Context: an optimization exercise on an open-source flow, tuned for small area, a short achievable clock period and few clock cycles. The choices shown serve that exercise and are no tape-out recipe. In this exercise RTL edits were held to simulation tests only and were not proved equivalent to the original. No activity file was given, so power comes from the tool's default toggle rates.

<file path="design.v">
`default_nettype none
package mips_mc_pkg;
    localparam int c_NUM_REGS = 32;
    localparam logic [5:0] OP_RTYPE = 6'h00;
    localparam logic [5:0] OP_J     = 6'h02;
    localparam logic [5:0] OP_JAL   = 6'h03;
    localparam logic [5:0] OP_BEQ   = 6'h04;
    localparam logic [5:0] OP_BNE   = 6'h05;
    localparam logic [5:0] OP_ADDI  = 6'h08;
    localparam logic [5:0] OP_SLTI  = 6'h0A;
    localparam logic [5:0] OP_ANDI  = 6'h0C;
    localparam logic [5:0] OP_ORI   = 6'h0D;
    localparam logic [5:0] OP_LUI   = 6'h0F;
    localparam logic [5:0] OP_LW    = 6'h23;
    localparam logic [5:0] OP_SW    = 6'h2B;
    localparam logic [5:0] FN_SLL = 6'h00;
    localparam logic [5:0] FN_SRL = 6'h02;
    localparam logic [5:0] FN_JR  = 6'h08;
    localparam logic [5:0] FN_ADD = 6'h20;
    localparam logic [5:0] FN_SUB = 6'h22;
    localparam logic [5:0] FN_AND = 6'h24;
    localparam logic [5:0] FN_OR  = 6'h25;
    localparam logic [5:0] FN_NOR = 6'h27;
    localparam logic [5:0] FN_SLT = 6'h2A;
endpackage
`default_nettype wire
`default_nettype none
module mips_mc_regfile #(
    parameter int NUM_REGS = mips_mc_pkg::c_NUM_REGS
) (
    input  logic        clk,
    input  logic        reset,
    input  logic [4:0]  i_raddr_a,
    input  logic [4:0]  i_raddr_b,
    output logic [31:0] o_rdata_a,
    output logic [31:0] o_rdata_b,
    input  logic        i_we,
    input  logic [4:0]  i_waddr,
    input  logic [31:0] i_wdata,
    output logic [31:0] o_r31             
);
    logic [31:0]         r_regs [NUM_REGS];
    logic [NUM_REGS-1:0] r_valid;
    logic [NUM_REGS-1:0] w_sel_a, w_sel_b;
    assign r_regs[0] = '0;
    always_ff @(posedge clk) begin
        if (reset) begin
            r_valid <= '0;
        end else if (i_we && (i_waddr != 5'd0)) begin
            r_valid[i_waddr] <= 1'b1;
        end
    end
    for (genvar i = 1; i < NUM_REGS; i++) begin : g_reg
        always_ff @(posedge clk) begin
            if (i_we && (i_waddr == i)) r_regs[i] <= i_wdata;
        end
    end
    assign o_r31 = {32{r_valid[NUM_REGS-1]}} & r_regs[NUM_REGS-1];
    always_comb begin
        o_rdata_a = '0;
        o_rdata_b = '0;
        for (int i = 1; i < NUM_REGS; i++) begin
            w_sel_a[i] = (i_raddr_a == i) && r_valid[i];
            w_sel_b[i] = (i_raddr_b == i) && r_valid[i];
            o_rdata_a  = o_rdata_a | ({32{w_sel_a[i]}} & r_regs[i]);
            o_rdata_b  = o_rdata_b | ({32{w_sel_b[i]}} & r_regs[i]);
        end
        w_sel_a[0] = 1'b0;
        w_sel_b[0] = 1'b0;
    end
endmodule
`default_nettype wire
`default_nettype none
import mips_mc_pkg::*;
module mips_multiciclo #(
    parameter logic [31:0] RESET_PC   = 32'h0000_0000,
    parameter int          MEM_ADDR_W = 32,
    parameter int          NUM_REGS   = mips_mc_pkg::c_NUM_REGS
) (
    input  logic                  clk,
    input  logic                  reset,
    output logic                  mem_req,
    output logic                  mem_we,
    output logic [MEM_ADDR_W-1:0] mem_addr,
    output logic [31:0]           mem_wdata,
    input  logic [31:0]           mem_rdata,
    input  logic                  mem_ready,
    output logic [31:0]           pc_out,
    output logic [31:0]           instr_out,
    output logic                  instr_done,
    output logic                  halted
);
    logic        r_v;                     
    logic        r_mph;                   
    logic        r_mlw;                   
    logic        r_halt;
    logic        r_wdone;
    logic [31:0] r_maddr;                 
    logic [31:0] r_ir, r_pc4, r_a, r_b;   
    logic [31:0] r_op2;                   
    logic [31:0] r_sdr;                   
    logic [4:0]  r_ldst;                  
    logic [31:0] r_wir, r_wpc;            
    logic        d_beq, d_bne, d_pt, d_j, d_jr, d_lw, d_sw, d_wr, d_ill, d_sub;
    logic        d_sel_sum, d_sel_slt, d_sel_and, d_sel_or, d_sel_nor, d_sel_sll, d_sel_srl;
    logic        d_sel_lui, d_sel_link;
    logic [4:0]  d_dst;
    logic [5:0]  f_op, f_funct;
    logic [4:0]  f_rs, f_rt, f_rd, f_dst;
    logic        f_rtype, f_is_ralu, f_is_jr, f_is_ialu, f_is_lw, f_is_sw, f_is_beq, f_is_bne;
    logic        f_is_j, f_is_jal, f_legal, f_wr;
    assign f_op    = mem_rdata[31:26];
    assign f_rs    = mem_rdata[25:21];
    assign f_rt    = mem_rdata[20:16];
    assign f_rd    = mem_rdata[15:11];
    assign f_funct = mem_rdata[5:0];
    assign f_rtype   = (f_op == OP_RTYPE);
    assign f_is_ralu = f_rtype && ((f_funct == FN_ADD) || (f_funct == FN_SUB) ||
                                   (f_funct == FN_AND) || (f_funct == FN_OR)  ||
                                   (f_funct == FN_NOR) || (f_funct == FN_SLT) ||
                                   (f_funct == FN_SLL) || (f_funct == FN_SRL));
    assign f_is_jr   = f_rtype && (f_funct == FN_JR);
    assign f_is_ialu = (f_op == OP_ADDI) || (f_op == OP_SLTI) || (f_op == OP_ANDI) ||
                       (f_op == OP_ORI) || (f_op == OP_LUI);
    assign f_is_lw   = (f_op == OP_LW);
    assign f_is_sw   = (f_op == OP_SW);
    assign f_is_beq  = (f_op == OP_BEQ);
    assign f_is_bne  = (f_op == OP_BNE);
    assign f_is_j    = (f_op == OP_J);
    assign f_is_jal  = (f_op == OP_JAL);
    assign f_legal   = f_is_ralu || f_is_jr || f_is_ialu || f_is_lw || f_is_sw ||
                       f_is_beq || f_is_bne || f_is_j || f_is_jal;
    assign f_dst     = f_is_ralu ? f_rd : (f_is_jal ? 5'd31 : f_rt);
    assign f_wr      = (f_is_ralu || f_is_ialu || f_is_jal) && (f_dst != 5'd0);
    logic [31:0] w_sum, w_res;
    logic [32:0] w_sum_c;
    logic        w_lt;
    assign w_sum_c = {r_a, 1'b1} + {r_op2 ^ {32{d_sub}}, d_sub};
    assign w_sum   = w_sum_c[32:1];
    assign w_lt    = (r_a[31] ^ r_op2[31]) ? r_a[31] : w_sum[31];
    logic [31:0] w_shin, w_shl, w_shr;
    always_comb begin
        for (int i = 0; i < 32; i++) w_shin[i] = d_sel_srl ? r_b[31-i] : r_b[i];
        w_shl = w_shin << r_ir[10:6];
        for (int i = 0; i < 32; i++) w_shr[i] = w_shl[31-i];
    end
    logic        w_nm;
    assign w_nm  = !r_mph;
    assign w_res = ({32{d_sel_sum  && w_nm}} & w_sum) |
                   ({32{d_sel_slt  && w_nm}} & {31'd0, w_lt}) |
                   ({32{d_sel_and  && w_nm}} & (r_a & r_op2)) |
                   ({32{d_sel_or   && w_nm}} & (r_a | r_op2)) |
                   ({32{d_sel_nor  && w_nm}} & ~(r_a | r_op2)) |
                   ({32{d_sel_sll  && w_nm}} & w_shl) |
                   ({32{d_sel_srl  && w_nm}} & w_shr) |
                   ({32{d_sel_lui  && w_nm}} & {r_ir[15:0], 16'h0000}) |
                   ({32{d_sel_link && w_nm}} & r_pc4) |
                   ({32{r_mph}}              & mem_rdata);
    logic        w_ex, w_fire, w_mdone, w_commit, w_halt, w_eq, w_taken, w_mispred;
    logic        w_fwd_a, w_fwd_b;
    logic [31:0] w_redir, w_resume;
    logic [31:2] w_bt;
    assign w_ex      = r_v && !r_mph;
    assign w_fire    = !r_mph && !r_halt && mem_ready;
    assign w_mdone   = r_mph && mem_ready;
    assign w_commit  = w_fire && w_ex && !d_ill;
    assign w_halt    = w_fire && w_ex && d_ill;
    assign w_eq      = (r_a == r_b);
    assign w_taken   = (d_beq && w_eq) || (d_bne && !w_eq);
    assign w_mispred = w_ex && (((d_beq || d_bne) && (w_taken != d_pt)) ||
                                (d_jr && (r_a != r_maddr)));
    assign w_bt      = r_pc4[31:2] + {{14{r_ir[15]}}, r_ir[15:0]};
    assign w_redir   = d_jr ? r_a : w_taken ? {w_bt, r_pc4[1:0]} : r_pc4;
    assign mem_req   = !r_halt;
    assign mem_we    = r_mph && !r_mlw;
    assign mem_addr  = r_maddr[MEM_ADDR_W-1:0];
    assign mem_wdata = r_sdr;
    logic [31:0] w_rf_a, w_rf_b, w_rf_wdata, w_a_next, w_b_next, w_r31;
    logic [4:0]  w_rf_waddr;
    logic        w_rf_we;
    assign w_rf_we    = (w_ex && d_wr) || (r_mph && r_mlw);
    assign w_rf_waddr = r_mph ? r_ldst : d_dst;
    assign w_rf_wdata = w_res;
    mips_mc_regfile #(.NUM_REGS(NUM_REGS)) u_regfile (
        .clk       (clk),
        .reset     (reset),
        .i_raddr_a (f_rs),
        .i_raddr_b (f_rt),
        .o_rdata_a (w_rf_a),
        .o_rdata_b (w_rf_b),
        .i_we      (w_rf_we),
        .i_waddr   (w_rf_waddr),
        .i_wdata   (w_rf_wdata),
        .o_r31     (w_r31)
    );
    assign w_fwd_a  = w_ex && d_wr && (d_dst == f_rs);
    assign w_fwd_b  = w_ex && d_wr && (d_dst == f_rt);
    assign w_a_next = w_fwd_a ? w_res : w_rf_a;
    assign w_b_next = w_fwd_b ? w_res : w_rf_b;
    logic [31:0] w_op2_next;
    assign w_op2_next = f_rtype ? w_b_next :
                        ((f_op == OP_ANDI) || (f_op == OP_ORI)) ? {16'h0000, mem_rdata[15:0]} :
                        {{16{mem_rdata[15]}}, mem_rdata[15:0]};
    logic [31:0] w_fa4;
    logic [30:0] w_bt_c;
    logic        f_pt;
    logic [16:0] w_lo_bt, w_lo_inc;
    logic [13:0] w_hi, w_hi_p1, w_hi_m1, w_hi_bt;
    assign w_hi     = r_maddr[31:18];
    assign w_hi_p1  = w_hi + 14'd1;
    assign w_hi_m1  = w_hi - 14'd1;
    assign w_lo_inc = {1'b0, r_maddr[17:2]} + 17'd1;
    assign w_lo_bt  = {1'b0, r_maddr[17:2]} + {1'b0, mem_rdata[15:0]} + 17'd1;
    assign w_hi_bt  = mem_rdata[15] ? (w_lo_bt[16] ? w_hi : w_hi_m1) :
                                      (w_lo_bt[16] ? w_hi_p1 : w_hi);
    assign w_fa4    = {(w_lo_inc[16] ? w_hi_p1 : w_hi), w_lo_inc[15:0], r_maddr[1:0]};
    assign w_bt_c   = {w_hi_bt, w_lo_bt[15:0], 1'b0};
    assign f_pt   = (f_is_beq && (mem_rdata[15] || (f_rs == f_rt))) ||
                    (f_is_bne && mem_rdata[15] && (f_rs != f_rt));
    always_comb begin
        if (d_j)       w_resume = {r_pc4[31:28], r_ir[25:0], 2'b00};
        else if (d_jr) w_resume = w_r31;
        else if (d_pt) w_resume = {w_bt, r_pc4[1:0]};
        else           w_resume = r_pc4;
    end
    logic [31:0] w_ma_early, w_ma_next;
    logic        w_ma_bt;
    always_comb begin
        if (r_mph)                        w_ma_early = w_resume;
        else if (w_mispred)               w_ma_early = w_redir;
        else if (w_ex && (d_lw || d_sw))  w_ma_early = w_sum;
        else if (f_is_j || f_is_jal)      w_ma_early = {w_fa4[31:28], mem_rdata[25:0], 2'b00};
        else if (f_is_jr)                 w_ma_early = w_r31;    
        else                              w_ma_early = w_fa4;
    end
    assign w_ma_bt   = !r_mph && !w_mispred && !(w_ex && (d_lw || d_sw)) && f_pt;
    assign w_ma_next = w_ma_bt ? {w_bt_c[30:1], r_maddr[1:0]} : w_ma_early;
    always_ff @(posedge clk) begin
        if (reset) begin
            r_v     <= 1'b0;
            r_mph   <= 1'b0;
            r_halt  <= 1'b0;
            r_wdone <= 1'b0;
            r_maddr <= RESET_PC;
        end else begin
            r_wdone <= (w_commit && !d_sw) || (w_mdone && !r_mlw);
            if (w_halt) r_halt <= 1'b1;
            if (w_fire) begin
                r_v <= !w_mispred;
                if (!w_mispred && w_ex && (d_lw || d_sw)) r_mph <= 1'b1;
            end
            if (w_mdone) r_mph <= 1'b0;
            if (w_fire || w_mdone) r_maddr <= w_ma_next;
        end
    end
    always_ff @(posedge clk) begin
        if (w_fire) begin
            r_ir       <= mem_rdata;
            r_pc4      <= w_fa4;
            r_a        <= w_a_next;
            r_b        <= w_b_next;
            r_op2      <= w_op2_next;
            d_beq      <= f_is_beq;
            d_bne      <= f_is_bne;
            d_pt       <= f_pt;
            d_j        <= f_is_j || f_is_jal;
            d_jr       <= f_is_jr;
            d_lw       <= f_is_lw;
            d_sw       <= f_is_sw;
            d_wr       <= f_wr;
            d_dst      <= f_dst;
            d_ill      <= !f_legal;
            d_sub      <= f_rtype ? f_funct[1] : (f_op == OP_SLTI);
            d_sel_sum  <= (f_rtype && ((f_funct == FN_ADD) || (f_funct == FN_SUB))) || (f_op == OP_ADDI);
            d_sel_slt  <= (f_rtype && (f_funct == FN_SLT)) || (f_op == OP_SLTI);
            d_sel_and  <= (f_rtype && (f_funct == FN_AND)) || (f_op == OP_ANDI);
            d_sel_or   <= (f_rtype && (f_funct == FN_OR))  || (f_op == OP_ORI);
            d_sel_nor  <= f_rtype && (f_funct == FN_NOR);
            d_sel_sll  <= f_rtype && (f_funct == FN_SLL);
            d_sel_srl  <= f_rtype && (f_funct == FN_SRL);
            d_sel_lui  <= (f_op == OP_LUI);
            d_sel_link <= f_is_jal;
        end else if (w_mdone && r_mlw) begin
            if ((r_ldst != 5'd0) && (r_ldst == r_ir[25:21])) r_a <= mem_rdata;
            if ((r_ldst != 5'd0) && (r_ldst == r_ir[20:16])) r_b <= mem_rdata;
            if ((r_ldst != 5'd0) && (r_ldst == r_ir[20:16]) && (r_ir[31:26] == OP_RTYPE))
                r_op2 <= mem_rdata;
        end
        if (w_commit && (d_lw || d_sw)) begin
            r_mlw  <= d_lw;
            r_sdr  <= r_b;
            r_ldst <= r_ir[20:16];
        end
        if (w_commit || w_halt) begin
            r_wir <= r_ir;
            r_wpc <= r_pc4;
        end
    end
    assign instr_done = r_wdone;
    assign pc_out     = r_wpc;
    assign instr_out  = r_wir;
    assign halted     = r_halt;
endmodule
`default_nettype wire
</file>
<file path="flow/run.sh">
#!/bin/bash
set -o pipefail
export BUFFER_PORTS_ARGS="-buffer_cell sky130_fd_sc_hd__buf_4"
bash standard.sh SETUP_SLACK_MARGIN=6 finish > standard.log 2>&1
</file>
<file path="standard.sh">
#!/bin/bash
# synth_recipe.tcl (not shown) runs the flow's synth.tcl, then flattens the netlist and writes it again
# the make line also repeats each setting of config.mk as NAME=value (left out here)
make -C /OpenROAD-flow-scripts/flow DESIGN_CONFIG=/design/flow/config.mk WORK_HOME=/design/flow/orfs CLKGATE_MAP_FILE= SYNTH_SCRIPT=/design/flow/synth_recipe.tcl "${@:-finish}"
</file>
<file path="config.mk">
export PLATFORM = sky130hd
export DESIGN_NAME = mips_multiciclo
export DESIGN_NICKNAME = mips_multiciclo
export VERILOG_FILES = /design/flow/design.v
export SDC_FILE = /design/flow/constraint.sdc
export NUM_CORES = 4
export LEC_CHECK = 0
export CAP_MARGIN = 20
export CORE_MARGIN = 2
export CORE_UTILIZATION = 50
export CTS_BUF_LIST = sky130_fd_sc_hd__clkbuf_8
export SLEW_MARGIN = 20
</file>
<file path="constraint.sdc">
create_clock -name core_clock -period 10.0 [get_ports {clk}]
set_input_delay 2.0000 -clock core_clock [delete_from_list [all_inputs] [get_ports {clk}]]
set_output_delay 2.0000 -clock core_clock [all_outputs]
set_load 0.01 [all_outputs]
</file>
==> flow_results.org, run 1 <==
** Worst setup path
- Reg2reg path depth :: 16
- Largest driver fanout on the critical path :: 6
- Critical Path Most Common Cell :: buf_6
- Data on the critical path arrives at its endpoint at 4990 ps.
- Startpoint of the worst-slack reg-to-reg timing path :: d_sub
- Critical path buffer and inverter count :: 4
- On the critical path, the stage with the largest delay is an instance of edfxtp_1.
- Crit-path max cell delay :: ~470 ps
- Data on the critical path is required at its endpoint by between 10,000 and 15,000 ps.
- The critical path starts at d_sub.
- Setup crit start kind :: flip-flop
- Kind of critical path :: reg2reg
- Count of cell instances traversed by the critical path :: 16
- For flop-to-flop paths, the worst setup slack is 5700 ps.
- Worst Setup EP :: r_op2[30]
- The worst register-to-register path ends at r_op2[30].
- Sort of element at the end of the critical path :: flip-flop
- The critical path goes through buf_6 > buf_16 > buf_6 > xor2_2 > ha_1 > a21oi_2 > o211ai_1 > a31oi_4 > buf_12 > or3_4 > a21oi_4 > o31ai_4 > and4_4 > nor3_4 > a22oi_2 > a221o_1.
- Crit-path leading delay family :: compound AO/OA/AOI/OAI gates

** Logic synthesis
- Predominant post-synthesis flop cell :: edfxtp_1
- The synthesized design contains ~1,300 enable-type register cells.
- Most instantiated library cell after synthesis :: edfxtp_1
- Count of distinct cell types in the synthesized netlist :: 100
- Synthesized area :: about 67,000 um2
- After synthesis the netlist holds a flip-flop and latch count of approximately 1,300.
- Portion of the post-synthesis area used by sequential elements :: 0.5932
- Syn. warnings :: 3
- Of the post-synthesis cell area, the dominant cell type holds 0.5732.
- Synthesized netlist net count :: 5,582
- Library cell occupying the most area in the post-synthesis netlist :: edfxtp_1
- Synthesized area per cell :: approximately 12 um2
- Ranked by total cell area, the synthesized netlist is headed by edfxtp_1 57%, a22oi_1 5.3%, a221oi_1 3.5%, a22o_1 3.2%, dfxtp_1 2.0%.
- In the synthesized netlist, the number of instances is about 5,500.
- Fraction of registers with async set or reset after synthesis :: 0
- Most used standard cells in the synthesized netlist :: 1,278 x edfxtp_1, 473 x a22oi_1, 344 x clkbuf_1, 306 x nand2_1, 278 x nor2_1

** Global routing
- The first global-routing pass estimated around 470 mm of wire.
- Pin count of the biggest net entering global routing :: 89
- The via count of the first global-routing pass is between 50,000 and 60,000.
- For this run the aggregate overflow at the end of global routing stands at 0.
- The number of antenna violations at the first check in global routing was 7.
- For this run, the total global-route usage over all layers was measured as 0.5041.

** STA
- Worst Skew :: just under 100 ps
- Final count of hold timing violations :: 0
- Fmax :: 232.4 MHz
- Crit path setup slack, layout :: about 5700 ps
- Worst slew pin tran :: roughly 1300 ps
- Crit share post-route :: 0.4303
- Max-slew violation count :: 0
- In this run the tightest slew margin relative to its limit is 0.1529.
- RSZ-0062 raised after global routing :: yes
- Sum Neg Setup Slack :: 0 ps
- The clock period could shrink to 4303 ps.
- Count of endpoints failing setup in the final report :: 0

** Layout
- After the last flow step, the layout net total stands at 5,861.
- Excluding fillers, the count of instances in the completed layout stands at approximately 7,700.
- Summing all multi-input logic gate instances after layout gives roughly 28,000 um2.
- Fill cell count :: 10,793
- Summing all flip-flop and latch instances after layout gives roughly 40,000 um2.
- From synthesis to final layout, the design area changed by 18.45%.
- In the final layout, the share of cells above drive strength 1 is 0.2228.

** Placement
- After legalization and detailed placement, the total HPWL measured about 210 mm.
- Quantity of I/O buffers inserted on ports :: about 170
- Minimum setup slack after placement :: 4115 ps
- The congestion estimate from routability-driven global placement came to 1.101.
- Inst Count DP :: 7,122

** Pwr
- The internal power of the cells totals between 9 and 10 mW.
- For this design the ratio of total power to cell area is ~180 nW/um2.
- Part of the power in the clock network :: 0.342
- Maximum ir drop on the vdd rail :: 160.3 uV
- Summed over all cells, the static leakage comes to roughly 27 nW.
- Of the total power, combinational logic draws 0.174.
- Power comes to about 14 mW.
- Sw Ratio :: 0.3049
- In this run the power spent charging and discharging nets is about 4.3 mW.
- The share of total power dissipated in sequential elements is 0.483.

** Drt
- Initial DRC count :: 14,244
- After detailed routing, the average wire length per cell comes to ~47 um.
- Once detail routing completed, the nets flagged for antenna violations numbered 0.
- Number of search-and-repair iterations in the first detailed-routing pass :: 14
- Vias per inst :: 8.058
- Across all layers, the routed design uses a little over 60,000 vias.
- For this run, design rule violations remaining after detail routing come to 0.
- For this block, the routed nets add up to about 360 mm of wire.

** CTS
- Clock Pin Slew Worst Setup and Hold Paths :: roughly 70 ps
- The H-tree was split into 4 levels.
- Buffers inserted during clock tree synthesis total 215.
- The later pin in the worst-skew pair is clocked with a latency of between 1000 and 1500 ps.
- For this design, the sink count on the clock tree is between 1,000 and 1,500.
- TritonCTS built the clock tree.
- Clock root buffer :: clkbuf_8
- Worst-case clock buffer depth :: 3

** Floorplanning
- In this run the vertical extent of the chip is about 370 um.
- The core region is between 100,000 and 150,000 um2.
- Total Die Area :: roughly 140,000 um2
- The die is 369.9 um wide.
- For this configuration, the core starts out at a cell density of 0.5030.
- The floorplan has 134 rows.
- In this run the count of I/O pins placed on the die edge is roughly 170.

** Job
- Max capacitance violation total :: 0

** Status
- The run finished with no timing, DRC or antenna violations.

** Hold path
- Worst hold path type :: reg2reg
## repair_timing
action | CTS | global route
setup endpoints to repair | 1064 | 507
gates resized for setup | 247 | 240
pin swaps | 49 | 74
setup buffers | 53 | 85
gates cloned | 9 | 18
hold buffers | 0 | 0
## layout make-up
| cell class | count | area share |
|---|---|---|
| clock inverter | 176 | 0.01518 |
| multi-input combinational | 3599 | 0.3533 |
| inverter | 68 | 0.004386 |
| timing repair buffer | 499 | 0.05922 |
| sequential | 1345 | 0.5009 |
| tap | 1768 | 0.02789 |
| timing repair inverter | 9 | 0.0008993 |
| clock buffer | 219 | 0.03801 |
| antenna | 9 | 0.0002840 |
## metal layers
layer	wire, um	GRT usage	share of wire	up-vias
li1	-	-	-	22933
met1	114200	0.5919	0.32	29686
met2	145000	0.7170	0.40	7065
met3	60930	0.2311	0.17	2272
met4	37210	0.3823	0.10	26
met5	840	0.02692	0.0023	-
## through the flow
step / hold slack [ps] / instance area, um2 / utilization
6_report: 453.0 / 79310 / 0.5958
5_1_grt: 471.4 / 79290 / 0.5956
4_1_cts: 452.4 / 77150 / 0.5796
3_5_place_dp: 436.4 / 71300 / 0.5356
3_3_place_gp: 432.8 / 71290 / 0.5355
2_1_floorplan: 426.8 / 68630 / -
## layout by cell type, fill, tap and decap left out, types with 36 or more instances in the layout
cell	count
ha_1	77
o211ai_1	38
a31oi_1	43
a222oi_1	69
nand4_1	139
clkinv_1	55
nand2_1	297
mux4_2	36
xnor2_1	94
xor2_1	108
a22o_1	243
clkinv_2	40
a221oi_1	178
and3_4	37
nand3_1	147
a21oi_1	225
nor4_1	36
o21ai_0	137
buf_6	66
clkbuf_8	221
o21ai_1	75
inv_1	108
edfxtp_1	1278
buf_4	377
mux2i_1	56
a22oi_1	461
a221oi_2	88
nor2_1	243
a21o_1	41
nor3_1	65
dfxtp_1	66
## state kept, by name, indices dropped and copies added (netlist names), 5 cells and up
| signal | count |
|---|---|
| r_a | 32 |
| u_regfile.r_regs | 992 |
| r_op2 | 32 |
| r_pc4 | 32 |
| r_wpc | 32 |
| d_dst | 5 |
| r_ldst | 5 |
| r_sdr | 32 |
| r_maddr | 32 |
| r_b | 32 |
| r_wir | 32 |
| r_ir | 32 |
| u_regfile.r_valid | 31 |
## power by group through the flow
stage	sequential (mW)	combinational [mW]	clock (mW)
4_1_cts	6.75	2.04	4.76
6_report	6.76	2.43	4.79
5_1_grt	6.75	2.50	5.00
3_5_place_dp	6.87	1.85	0
2_1_floorplan	6.74	1.12	0
3_3_place_gp	6.87	1.84	0
## kinds of logic (layout without fill, tap and decap cells)
kind of cell	Yosys count	after routing	synth area share
muxes	132	132	0.02730
xor gates and xnor gates	219	219	0.02876
and+or+nand+nor	1229	1230	0.09035
buffers and inverters	516	971	0.03080
other	0	9	0
adders and majority gates	89	89	0.01686
AOI/OAI and AO/OA	1928	1929	0.2127
DFF	1345	1345	0.5932
## worst min-delay path by stage
stage | slack (ps) | startpoint | depth (start not counted) | end
2_1_floorplan | 430 | r_ir[29] | 0 | r_wir[29]
3_3_place_gp | 430 | r_ir[29] | 0 | r_wir[29]
3_5_place_dp | 440 | r_ir[31] | 0 | r_wir[31]
4_1_cts | 450 | r_ir[31] | 0 | r_wir[31]
5_1_grt | 470 | r_ir[29] | 0 | r_wir[29]
6_report | 450 | r_ir[31] | 0 | r_wir[31]
Testbench counts, summed over its fixed seeds: cycles 35,620.
==> run 2: changes to the inputs <==
--- a/config.mk
+++ b/config.mk
@@ -8,5 +8,5 @@
 export CAP_MARGIN = 20
 export CORE_MARGIN = 2
-export CORE_UTILIZATION = 50
+export CORE_UTILIZATION = 45
 export CTS_BUF_LIST = sky130_fd_sc_hd__clkbuf_8
 export SLEW_MARGIN = 20
==> flow_results.org, run 2 <==
** Status
- The run finished with no timing, DRC or antenna violations.

** Drt
- Total wire length :: 357.6 mm
- Summing over every cut layer, the via total after detailed routing is a little over 60,000.
- The detail route stage leaves a number of antenna-violating nets equal to 0.
- Dividing the detail-routed via count by the number of cells gives approximately 8.
- Routed wirelength normalized by instance count :: 45.65 um
- The first routing iteration left approximately 15,000 violations.
- In the routed design, unresolved DRC markers number 0.
- Number of search-and-repair iterations in the first detailed-routing pass :: 22

** Placement
- Quantity of I/O buffers inserted on ports :: around 170
- Post-placement cell area :: 71,560 um2
- Routability cong. :: about 1.1
- The wire-length estimate of the detail-placed layout is between 200 and 250 mm.

** Logic synthesis
- The largest total area in the synthesized netlist belongs to edfxtp_1.
- A synthesized cell averages around 12 um2.
- Synthesized instance count :: 5,458
- Of the synthesized area, sequential elements account for 0.5932.
- Synthesized area :: ~67,000 um2
- Synthesized netlist net count :: approximately 5,600
- During synthesis, Yosys emitted a total of 3 warnings.
- Number of synthesized flops with an enable pin :: roughly 1,300
- Top cell type's share of synthesized area :: 0.5732
- Area contributors post-synth :: edfxtp_1 57%, a22oi_1 5.3%, a221oi_1 3.5%, a22o_1 3.2%, dfxtp_1 2.0%
- After synthesis, the share of flip-flops with an asynchronous set or reset is 0.
- Yosys instantiated no cell more often than edfxtp_1.
- Predominant post-synthesis flop cell :: edfxtp_1
- Most used standard cells in the synthesized netlist :: 1,278 x edfxtp_1, 473 x a22oi_1, 344 x clkbuf_1, 306 x nand2_1, 278 x nor2_1
- The number of different library cells used by synthesis comes to 100.
- In this run, synthesis produced a sequential element count of 1,345.

** Global routing
- Across every metal layer, demand over resource in global routing totals 0.4555.
- Pin count of the biggest net entering global routing :: 66
- The first global-routing pass estimated 475.9 mm of wire.
- Leftover overflow at the end of global routing :: 0
- Vias in the first global route :: approximately 57,000
- The number of antenna violations at the first check in global routing was 23.

** Layout
- In the final layout, flip-flops and latches occupy 39,720 um2.
- Top register by number of flip-flops :: u_regfile.r_regs
- The library cell used most frequently in the layout, excluding fill and tap cells, is edfxtp_1.
- The multi-input combinational cells in the finished layout cover a total of 27,890 um2.
- Max FFs per register :: about 990
- The area growth from synthesis to layout is 17.94%.
- Counting the fill cells in the layout gives about 12,000.
- In the layout the commonest cells are 1,278 x edfxtp_1, 460 x a22oi_1, 384 x buf_4.
- Final core occ :: 0.5348
- Fraction of layout cells with a size suffix above 1 :: 0.2195
- After the last flow step, the layout net total stands at approximately 5,800.
- Total non-filler cell area in the finished layout :: between 70,000 and 80,000 um2

** Hold path
- Worst hold path type :: reg2reg

** Floorplanning
- Measured along the y axis, the die boundary spans 389.7 um.
- The floorplan has between 100 and 150 rows.
- The die covers 151,900 um2.
- Core Region :: 147,700 um2
- The die is around 390 um wide.
- For this design the top-level I/O count stands at roughly 170.
- Effective utilization at floorplan :: 0.4534

** Worst setup path
- Critical path buffer and inverter count :: 1
- Max stage delay cell, worst path :: nand3_2
- STA classifies the critical path endpoint as a flip-flop.
- The kind of cell with the highest combined delay along the critical path is simple AND/OR/NAND/NOR gates.
- The worst setup path is launched from a primary input.
- Arrival @ worst endpoint :: roughly 5000 ps
- The setup path with the least slack is of type in2reg.
- Crit-path max cell delay :: 1000 ps
- In this run the worst path has a maximum fanout of 16.
- Data on the critical path is required at its endpoint by 10,850 ps.
- The signal on the critical path passes through buf_4 > xor2_1 > nor4_4 > nand3_2 > nand3_1 > nor3_1 > a21oi_1 > o21ai_4 > nand2_1.

** CTS
- Clock Pin Slew Worst Setup and Hold Paths :: roughly 60 ps
- CTS placed an instance of clkbuf_8 at the clock tree root.
- TritonCTS built the clock tree.
- Number of clock sinks :: 1,345
- In this run the number of H-tree levels came out at 4.
- Number of CTS-inserted buffers :: ~220
- In this run the deepest clock path goes through 3 buffers.
- Later-pin clock latency in the skew report :: between 1000 and 1500 ps

** STA
- Across all hold checks on the routed design, the worst slack comes to between 400 and 500 ps.
- Fmax :: approximately 240 MHz
- Post-layout min period :: around 4100 ps
- Worst slew pin tran :: about 1300 ps
- Worst slew margin relative to its limit :: 0.1435
- The final max-slew violation count came to 0.
- Crit share post-route :: 0.4135
- For the final database, setup skew stands at 63.95 ps.
- RSZ-0062 raised after global routing :: yes
- Final count of hold timing violations :: 0
- Setup violations remaining at the end of the flow were counted as 0.
- Sum Neg Setup Slack :: 0 ps

** Pwr
- P per Cell Area :: ~180 nW/um2
- Maximum ir drop on the vdd rail :: ~150 uV
- Leakage Power :: 26.76 nW

** Job
- Max capacitance violation total :: 0
-- run 2: worst paths after layout --
| path | from | endpoint | slack (ps) | cells after the start |
|---|---|---|---|---|
| worst max-delay path | mem_rdata[24] | r_a[26] | 5870 | 9 |
| worst min-delay path | r_ir[26] | r_wir[26] | 450 | 0 |
| worst max register to register | d_sub | r_a[26] | 5890 | 16 |
| worst min register to register | r_ir[26] | r_wir[26] | 450 | 0 |
-- run 2: area by class of cell --
| class | instances | share of cell area |
|---|---|---|
| well taps | 1930 | 0.03058 |
| repair inverters | 3 | 0.0002852 |
| flip-flops and latches | 1345 | 0.5030 |
| repair buffers | 478 | 0.05473 |
| multi-input cells | 3599 | 0.3531 |
| clock inverters | 178 | 0.01539 |
| diodes | 12 | 0.0003803 |
| clock buffers | 221 | 0.03852 |
| inverters | 68 | 0.003945 |
-- run 2: cells by family (layout without fill, tap and decap cells) --
kind of cell / count (synthesis) / after routing / synth area share
xor+xnor: 219 / 219 / 0.02876
flops: 1345 / 1345 / 0.5932
fa+ha+maj: 89 / 89 / 0.01686
compound gates: 1928 / 1929 / 0.2127
buf+inv: 516 / 948 / 0.03080
simple gates: 1229 / 1230 / 0.09035
other cells: 0 / 12 / 0
mux: 132 / 132 / 0.02730
-- run 2: repair_timing --
item,CTS,global route
resized for setup,183,225
setup buffers,47,72
gates cloned,8,4
pin swaps,28,60
endpoints found under the setup margin,1030,281
hold buffers,0,0
-- run 2: through the flow --
stage | power [mW] | cells | setup WS (ps)
after detailed placement | 8.742 | 7292 | 4490
after global placement | 8.743 | 7291 | 4496
final | 13.89 | 7834 | 5865
after global routing | 14.19 | 7824 | 5876
after floorplan | 7.867 | 5458 | 5374
after CTS | 13.59 | 7746 | 5866
-- run 2: report_power, final --
part | leakage [nW] | switching [mW] | total [mW] | internal (mW)
clock | 2.37 | 2.39 | 4.80 | 2.41
combinational | 12.3 | 1.57 | 2.35 | 0.772
sequential | 12.1 | 0.221 | 6.74 | 6.52
-- run 2: metal layers --
metal	track usage	wire length [um]	up-vias
li1	-	-	22896
met1	0.5302	115800	29422
met2	0.6538	145500	6851
met3	0.2089	58840	2271
met4	0.3448	36790	34
met5	0.01276	705	-
==> run 3: changes to the inputs <==
--- a/design.v
+++ b/design.v
@@ -42,5 +42,8 @@
     logic [31:0]         r_regs [NUM_REGS];
     logic [NUM_REGS-1:0] r_valid;
-    logic [NUM_REGS-1:0] w_sel_a, w_sel_b;
+    logic [NUM_REGS-1:0] w_sel_a, w_sel_b, w_wen;
+    logic                w_byp_a, w_byp_b;
+    assign w_byp_a = i_we && (i_waddr != 5'd0) && (i_waddr == i_raddr_a);
+    assign w_byp_b = i_we && (i_waddr != 5'd0) && (i_waddr == i_raddr_b);
     assign r_regs[0] = '0;
     always_ff @(posedge clk) begin
@@ -52,15 +55,17 @@
     end
     for (genvar i = 1; i < NUM_REGS; i++) begin : g_reg
+        assign w_wen[i] = i_we && (i_waddr == i);
         always_ff @(posedge clk) begin
-            if (i_we && (i_waddr == i)) r_regs[i] <= i_wdata;
+            if (w_wen[i]) r_regs[i] <= i_wdata;
         end
     end
+    assign w_wen[0] = 1'b0;
     assign o_r31 = {32{r_valid[NUM_REGS-1]}} & r_regs[NUM_REGS-1];
     always_comb begin
-        o_rdata_a = '0;
-        o_rdata_b = '0;
+        o_rdata_a = {32{w_byp_a}} & i_wdata;
+        o_rdata_b = {32{w_byp_b}} & i_wdata;
         for (int i = 1; i < NUM_REGS; i++) begin
-            w_sel_a[i] = (i_raddr_a == i) && r_valid[i];
-            w_sel_b[i] = (i_raddr_b == i) && r_valid[i];
+            w_sel_a[i] = (i_raddr_a == i) && r_valid[i] && !w_wen[i];
+            w_sel_b[i] = (i_raddr_b == i) && r_valid[i] && !w_wen[i];
             o_rdata_a  = o_rdata_a | ({32{w_sel_a[i]}} & r_regs[i]);
             o_rdata_b  = o_rdata_b | ({32{w_sel_b[i]}} & r_regs[i]);
@@ -158,5 +163,4 @@
                    ({32{r_mph}}              & mem_rdata);
     logic        w_ex, w_fire, w_mdone, w_commit, w_halt, w_eq, w_taken, w_mispred;
-    logic        w_fwd_a, w_fwd_b;
     logic [31:0] w_redir, w_resume;
     logic [31:2] w_bt;
@@ -194,8 +198,6 @@
         .o_r31     (w_r31)
     );
-    assign w_fwd_a  = w_ex && d_wr && (d_dst == f_rs);
-    assign w_fwd_b  = w_ex && d_wr && (d_dst == f_rt);
-    assign w_a_next = w_fwd_a ? w_res : w_rf_a;
-    assign w_b_next = w_fwd_b ? w_res : w_rf_b;
+    assign w_a_next = w_rf_a;
+    assign w_b_next = w_rf_b;
     logic [31:0] w_op2_next;
     assign w_op2_next = f_rtype ? w_b_next :
--- a/config.mk
+++ b/config.mk
@@ -8,5 +8,5 @@
 export CAP_MARGIN = 20
 export CORE_MARGIN = 2
-export CORE_UTILIZATION = 45
+export CORE_UTILIZATION = 50
 export CTS_BUF_LIST = sky130_fd_sc_hd__clkbuf_8
 export SLEW_MARGIN = 20
==> flow_results.org, run 3 <==
** Placement
- Dpl hpwl :: approximately 220 mm
- The congestion estimate from routability-driven global placement came to 1.051.
- Minimum setup slack after placement :: roughly 4000 ps
- Input and output buffers added on the ports amount to roughly 170.

** Logic synthesis
- Dividing the synthesized area by the synthesized cell count gives 12.36 um2.
- Fraction of registers with async set or reset after synthesis :: 0
- For this run, the number of Yosys warnings is 3.
- Of the post-synthesis cell area, the dominant cell type holds 0.5661.
- Of the total synthesized cell area, the portion taken by XOR and XNOR cells is 0.02713.
- Of the total synthesized cell area, the portion taken by AND, OR, NAND and NOR gates is 0.09355.
- The portion of synthesized area spent on multiplexers is 0.03145.
- Predominant post-synthesis flop cell :: edfxtp_1
- In this run, synthesis produced a sequential element count of 1,345.
- edfxtp_1 is the most common cell in the netlist.
- Counting distinct cell types in the post-synthesis netlist gives between 80 and 90.
- Synthesized netlist net count :: roughly 5,600
- The synthesized-area fraction occupied by ao, oa, aoi and oai cells came to 0.2152.
- After synthesis, the largest family of logic cells by area is compound AO/OA/AOI/OAI gates.
- The share of the Yosys chip area taken by registers is 0.5858.
- By area the synthesized netlist is led by edfxtp_1 57%, a221oi_1 4.2%, a22oi_1 3.1%, a22o_1 2.8%, a222oi_1 2.5%.
- By count the netlist is led by 1,278 x edfxtp_1, 372 x clkbuf_1, 324 x a221oi_1, 319 x nand2_1.
- Library cell occupying the most area in the post-synthesis netlist :: edfxtp_1
- Synthesized instance count :: about 5,500
- Synthesized area :: ~68,000 um2
- Number of synthesized flops with an enable pin :: ~1,300
- Of the total synthesized cell area, the portion taken by full adders, half adders and majority gates is 0.01683.

** CTS
- TritonCTS created between 200 and 250 clock buffers.
- Deepest level of the CTS H-tree :: 4
- Worst-case clock buffer depth :: 3
- Clock Pin Slew Worst Setup and Hold Paths :: around 60 ps
- The clock reaches the later pin of the worst-skew pair after 1030 ps.
- Clock tree synthesis selected as its root buffer the cell clkbuf_8.
- Number of clock sinks :: 1,345
- CTS tree :: built

** Status
- Outcome :: timing/DRC/antenna clean

** Floorplanning
- Core Region :: between 100,000 and 150,000 um2
- In this run the vertical extent of the chip is around 370 um.
- The floorplan step set the die width to 372.2 um.
- I/O pins :: around 170
- For this configuration, the core starts out at a cell density of 0.5023.
- Cell row count :: 135
- The die covers about 140,000 um2.

** Pwr
- Total internal power :: 9.737 mW
- Sw Ratio :: 0.3125
- Leakage Power :: ~27 nW
- Maximum ir drop on the vdd rail :: 163.4 uV
- P per Cell Area :: 176.9 nW/um2
- Total power for the finished layout comes to ~14 mW.
- Of the total power, registers draw 0.481.
- Part of the power in the clock network :: 0.337
- Total net switching power :: 4.426 mW
- Of the total power, combinational logic draws 0.182.

** STA
- The count of final hold-check violations is 0.
- Worst Skew :: 60.46 ps
- Post-layout min period :: about 4300 ps
- Count of endpoints failing setup in the final report :: 0
- Max-slew violation count :: 0
- On the final layout, the worst hold slack is around 450 ps.
- At the pin with the least slew margin, the transition time is roughly 1200 ps.
- For this run, the top clock speed supported by timing is around 230 MHz.
- Worst slew margin relative to its limit :: 0.1836
- Crit path setup slack, layout :: around 5700 ps
- Setup repair after global routing could not meet its margin everywhere.
- Crit share post-route :: 0.4300
- Sum Neg Setup Slack :: 0 ps

** Layout
- Max FFs per register :: between 900 and 1,000
- Fraction of layout cells with a size suffix above 1 :: 0.2109
- Top register by number of flip-flops :: u_regfile.r_regs
- Most frequent cells in the layout :: 1,278 x edfxtp_1, 421 x buf_4, 317 x nand2_1
- The layout has around 11,000 filler cells.
- Relative area change from synthesis to final layout :: 18.06%
- Leading cell type in the layout, fill and taps excluded :: edfxtp_1
- The final layout contains roughly 6,000 nets.

** Global routing
- Summed over all layers, the global routing overflow is 0.
- The first global-routing pass estimated 486.7 mm of wire.
- Vias in the first global route :: slightly below 60,000
- In the global route stage, overall resource usage came out at 0.5186.
- Pin count of the biggest net entering global routing :: 66
- Antenna violations before repair :: 22

** Worst setup path
- Along the worst path, the maximum fanout reaches 18.
- Arrival @ worst endpoint :: 5030 ps
- The worst setup path is of the reg2reg kind.
- The worst setup path is launched from a flip-flop.
- Sort of element at the end of the critical path :: flip-flop
- For the worst setup path, the data required time is around 11,000 ps.

** Drt
- Vias per inst :: 8.247
- The detailed router placed approximately 64,000 vias in this run.
- Initial DRC count :: around 14,000
- The first TritonRoute pass finished after 15 iterations.
- Wires add up to 373.5 mm.
- Remaining number of nets flagged by the antenna check after routing :: 0
- After detailed routing, the number of remaining DRC violations is 0.
- Dividing the detail-routed wire length by the instance count gives between 40 and 50 um.

** Hold path
- In this run the worst hold path is classified as reg2reg.

** Job
- The tool flagged a number of max-cap violations equal to 0.
==> run 3: worst max-delay path: stages, from the launching register on <==
cell	delay, ps
dfxtp_4	390
buf_12	150
mux2i_4	220
inv_1	190
ha_4	260
o221a_4	390
buf_16	160
and4b_2	220
buf_6	270
buf_8	270
a22o_1	200
a221oi_1	200
nand4_1	540
a211oi_4	420
a21oi_1	110
==> run 3: stage by stage <==
step                  util  cell area [um2]  std cells
floorplan                -            68680       5485
global placement    0.5336            72020       7199
detailed placement  0.5337            72030       7199
CTS                 0.5813            78450       7685
global route        0.5928            80010       7775
finish              0.5931            80040       7788
==> run 3: kinds of logic (layout without fill, tap and decap cells) <==
kind of cell	after synthesis	after routing
DFF	1345	1345
adders and majority gates	90	90
xor gates and xnor gates	210	210
muxes	147	147
AOI/OAI and AO/OA	1898	1900
and+or+nand+nor	1268	1270
other	0	19
buffers and inverters	527	1026
==> run 3: area by class of cell <==
type / instances / area [um2] / area share
Antenna cell: 19 / 47.55 / 0.0005940
Multi-Input combinational cell: 3617 / 28170 / 0.3519
Clock inverter: 168 / 1154 / 0.01441
Clock buffer: 221 / 3042 / 0.03800
Sequential cell: 1345 / 39730 / 0.4963
Timing Repair inverter: 8 / 57.56 / 0.0007191
Tap cell: 1781 / 2228 / 0.02784
Inverter: 83 / 369.1 / 0.004611
Timing Repair Buffer: 546 / 5249 / 0.06558
==> run 3: power by group through the flow <==
stage / Sequential (mW) / Combinational [mW] / Clock [mW]
6_report: 6.81 / 2.58 / 4.77
5_1_grt: 6.79 / 2.64 / 4.97
4_1_cts: 6.78 / 2.30 / 4.75
3_5_place_dp: 6.91 / 2.07 / 0
3_3_place_gp: 6.91 / 2.07 / 0
2_1_floorplan: 6.76 / 1.25 / 0
==> run 3: what timing repair did <==
action                                   CTS  global route
endpoints found under the setup margin  1127           389
gates resized for setup                  245           173
buffers inserted                          82            71
gates cloned                              15            13
pin swaps                                 42            67
hold buffers                               0             0
==> run 3: metal layers <==
metal | GRT usage | vias up | wire length (um)
li1 | - | 23456 | -
met1 | 0.6025 | 30917 | 118800
met2 | 0.7303 | 7446 | 150500
met3 | 0.2517 | 2374 | 64100
met4 | 0.4034 | 34 | 39140
met5 | 0.01259 | - | 897
==> run 3: final timing paths <==
check | start | to | slack, ps | cells past startpoint
max | r_mph | r_b[0] | 5700 | 14
min | r_ir[29] | r_wir[29] | 450 | 0
max reg2reg | r_mph | r_b[0] | 5700 | 14
min reg2reg | r_ir[29] | r_wir[29] | 450 | 0
Testbench counts of run 3, summed over its fixed seeds: cycles 35,620.

[port drivers added, routing unchanged]
The results above use ideal ports. As a check the final layouts listed here were re-extracted and re-timed, cells and wires unchanged. Step 1: set_driving_cell puts a clkbuf_16 on clk and a buf_2 on each other input, an assumption about the parent block. Step 2 also shifts input and output timing later by t, the mid clock arrival at the registers, as if the neighbouring blocks saw the same clock. a / b / c = ideal / step 1 / step 2; a / b = the first two.
run | t (ns) | slack for setup (ns) | worst setup path after step 2 | slew at the worst register clock pin (ns)
run 1 | 1.040 | 5.697 / 5.697 / 4.802 | input to register | 0.07 / 0.07
run 2 | 1.074 | 5.865 / 5.887 / 4.855 | input to register | 0.07 / 0.07
run 3 | 1.096 | 5.700 / 5.700 / 4.671 | input to register | 0.08 / 0.08
After both steps setup and hold are still met in every run listed. The setup slack of run 3, which loses most, moves by 0.000 ns with the drivers and by -1.029 ns with both steps.
